Background: an optimization exercise with open tools, aiming at small area and a short achievable clock period. Do not read the settings as production practice.
At most, simulation tests tie the RTL to the original design; equivalence was not proved.
No activity file was given, so power comes from the tool's default toggle rates.

## main
==> module qch_sync_fifo, before the edit <==
module qch_sync_fifo #(
  parameter int DW    = 8,
  parameter int ASIZE = 6
) (
  input  logic          clk,
  input  logic          rst_n,
  input  logic          wr_en,     
  input  logic [DW-1:0] wr_data,
  input  logic          rd_en,
  output logic [DW-1:0] rd_data,
  output logic          full_d,    
  output logic          empty
);
  localparam int DEPTH = 1 << ASIZE;
  localparam int HALF  = ASIZE / 2;
  localparam int NLO   = 1 << HALF;
  localparam int NHI   = 1 << (ASIZE - HALF);
  localparam int NG    = DEPTH / 3;             
  localparam int NR    = DEPTH - NG * 3;        
  logic [DW-1:0]    mem [DEPTH];
  logic [ASIZE-1:0] wptr;
  logic [ASIZE-1:0] rptr;
  logic [ASIZE-1:0] wptr_inc;
  logic [ASIZE-1:0] rptr_inc;
  logic             full;
  logic             empty_d;
  logic             do_rd;
  logic [NLO-1:0]   wlo;
  logic [NHI-1:0]   whi;
  logic [NLO-1:0]   rlo;
  logic [NHI-1:0]   rhi;
  logic [DEPTH-1:0] we;
  logic [DEPTH-1:0] rsel;
  logic [DW-1:0]    rd_next;
  assign do_rd    = rd_en & ~empty;
  assign wptr_inc = wptr + ASIZE'(1);
  assign rptr_inc = rptr + ASIZE'(1);
  assign empty_d = ~wr_en & (do_rd ? (rptr_inc == wptr) : empty);
  assign full_d  = ~do_rd & (wr_en ? (wptr_inc == rptr) : full);
  always_ff @(posedge clk or negedge rst_n) begin
    if (!rst_n) begin
      wptr  <= '0;
      rptr  <= '0;
      full  <= 1'b0;
      empty <= 1'b1;
    end else begin
      wptr  <= wptr + ASIZE'(wr_en);
      rptr  <= rptr + ASIZE'(do_rd);
      full  <= full_d;
      empty <= empty_d;
    end
  end
  for (genvar j = 0; j < NLO; j++) begin : g_lo
    assign wlo[j] = ~full & (wptr[HALF-1:0] == HALF'(j));
    assign rlo[j] = (rptr[HALF-1:0] == HALF'(j));
  end
  for (genvar k = 0; k < NHI; k++) begin : g_hi
    assign whi[k] = (wptr[ASIZE-1:HALF] == (ASIZE-HALF)'(k));
    assign rhi[k] = (rptr[ASIZE-1:HALF] == (ASIZE-HALF)'(k));
  end
  for (genvar i = 0; i < DEPTH; i++) begin : g_ent
    assign we[i]   = wlo[i % NLO] & whi[i / NLO];
    assign rsel[i] = rlo[i % NLO] & rhi[i / NLO];
    always_ff @(posedge clk) begin
      if (we[i]) begin
        mem[i] <= wr_data;
      end
    end
  end
  for (genvar b = 0; b < DW; b++) begin : g_bit
    logic [DEPTH-1:0] col;
    logic [NG+NR-1:0] grp_n;
    for (genvar i = 0; i < DEPTH; i++) begin : g_col
      assign col[i] = mem[i][b];
    end
    for (genvar g = 0; g < NG; g++) begin : g_grp
      qch_ao222n u_ao (
        .a (col[g*3 +: 3]),
        .b (rsel[g*3 +: 3]),
        .y (grp_n[g])
      );
    end
    for (genvar r = 0; r < NR; r++) begin : g_rem
      assign grp_n[NG+r] = ~(col[NG*3+r] & rsel[NG*3+r]);
    end
    assign rd_next[b] = ~&grp_n;
  end
  always_ff @(posedge clk or negedge rst_n) begin
    if (!rst_n) begin
      rd_data <= '0;
    end else if (do_rd) begin
      rd_data <= rd_next;
    end
  end
endmodule
clock: 6.0 ns
lec_check: 0
cap_margin: 20
core_margin: 2
core_utilization: 50
cts_cluster_diameter: 120
cts_cluster_size: 30
place_density: 0.6
setup_slack_margin: 3.1
slew_margin: 20
synth_hierarchical: 1
run.sh (not shown) runs the stock make flow with config.mk's settings and CLKGATE_MAP_FILE= SYNTH_SCRIPT=/design/flow/synth_recipe.tcl, a recipe that flattens the netlist after the stock synthesis.
main went all the way through synthesis, placement and routing and the layout is clean on timing, DRC and antenna.
--- input diff main..the feature branch ---
diff --git a/flow/design.v b/flow/design.v
--- a/flow/design.v
+++ b/flow/design.v
@@ -52,4 +52,5 @@
   logic [ASIZE-1:0] wptr_inc;
   logic [ASIZE-1:0] rptr_inc;
+  logic [ASIZE-1:0] rptr_d;
   logic             full;
   logic             empty_d;
@@ -65,4 +66,5 @@
   assign wptr_inc = wptr + ASIZE'(1);
   assign rptr_inc = rptr + ASIZE'(1);
+  assign rptr_d   = do_rd ? rptr_inc : rptr;
   assign empty_d = ~wr_en & (do_rd ? (rptr_inc == wptr) : empty);
   assign full_d  = ~do_rd & (wr_en ? (wptr_inc == rptr) : full);
@@ -75,5 +77,5 @@
     end else begin
       wptr  <= wptr + ASIZE'(wr_en);
-      rptr  <= rptr + ASIZE'(do_rd);
+      rptr  <= rptr_d;
       full  <= full_d;
       empty <= empty_d;
@@ -82,9 +84,20 @@
   for (genvar j = 0; j < NLO; j++) begin : g_lo
     assign wlo[j] = ~full & (wptr[HALF-1:0] == HALF'(j));
-    assign rlo[j] = (rptr[HALF-1:0] == HALF'(j));
   end
   for (genvar k = 0; k < NHI; k++) begin : g_hi
     assign whi[k] = (wptr[ASIZE-1:HALF] == (ASIZE-HALF)'(k));
-    assign rhi[k] = (rptr[ASIZE-1:HALF] == (ASIZE-HALF)'(k));
+  end
+  always_ff @(posedge clk or negedge rst_n) begin
+    if (!rst_n) begin
+      rlo <= NLO'(1);
+      rhi <= NHI'(1);
+    end else begin
+      for (int j = 0; j < NLO; j++) begin
+        rlo[j] <= (rptr_d[HALF-1:0] == HALF'(j));
+      end
+      for (int k = 0; k < NHI; k++) begin
+        rhi[k] <= (rptr_d[ASIZE-1:HALF] == (ASIZE-HALF)'(k));
+      end
+    end
   end
   for (genvar i = 0; i < DEPTH; i++) begin : g_ent
Notes after the runs:
The feature branch was carried through to the last stage, and its layout satisfied the timing, design-rule and antenna checks.
main went all the way through synthesis, placement and routing and the layout is clean on timing, DRC and antenna.
The feature branch against main: post-layout instance count excluding filler cells -0.63%, fraction of standard cell area in multi-input logic -1.5 points, final critical-path setup slack +0.072 ns, core utilization -2.0 points.
Diode insertion count for antenna repair, main and the feature branch: lower on the feature branch
[the feature branch] switching portion of total power fell 1.6 points relative to main
The feature branch vs. main: number of stages on the worst setup path went down by 7.
For main, only the layout was checked, not whether the RTL still works.

separate check: timing with driven ports:
How much do the figures lean on ideal ports? The routed layouts below were timed once more, with nothing changed but the port constraints. Step 1: set_driving_cell puts a clkbuf_16 on clk and a buf_2 on each other input, an assumption about the parent block. Step 2, shift: input delay + t, output delay - t, t = (earliest + latest rising clock arrival at the registers) / 2. This alone moves slack from input paths to output paths. Slacks: ideal ports / drivers / drivers and shift; pairs: ideal ports / drivers.
| run | t, ns | setup WS [ns] | worst data-port slew with drivers (ns) | pins driven straight from the clock port |
|---|---|---|---|---|
| main | 0.797 | 2.984 / 2.984 / 2.468 | 0.16 | 1 |
| the feature branch | 0.790 | 3.056 / 3.033 / 2.409 | 0.09 | 1 |
After both steps setup and hold are still met in every run listed. For the feature branch, which loses most, drivers alone change the setup slack by -0.023 ns; drivers and shift together by -0.647 ns.
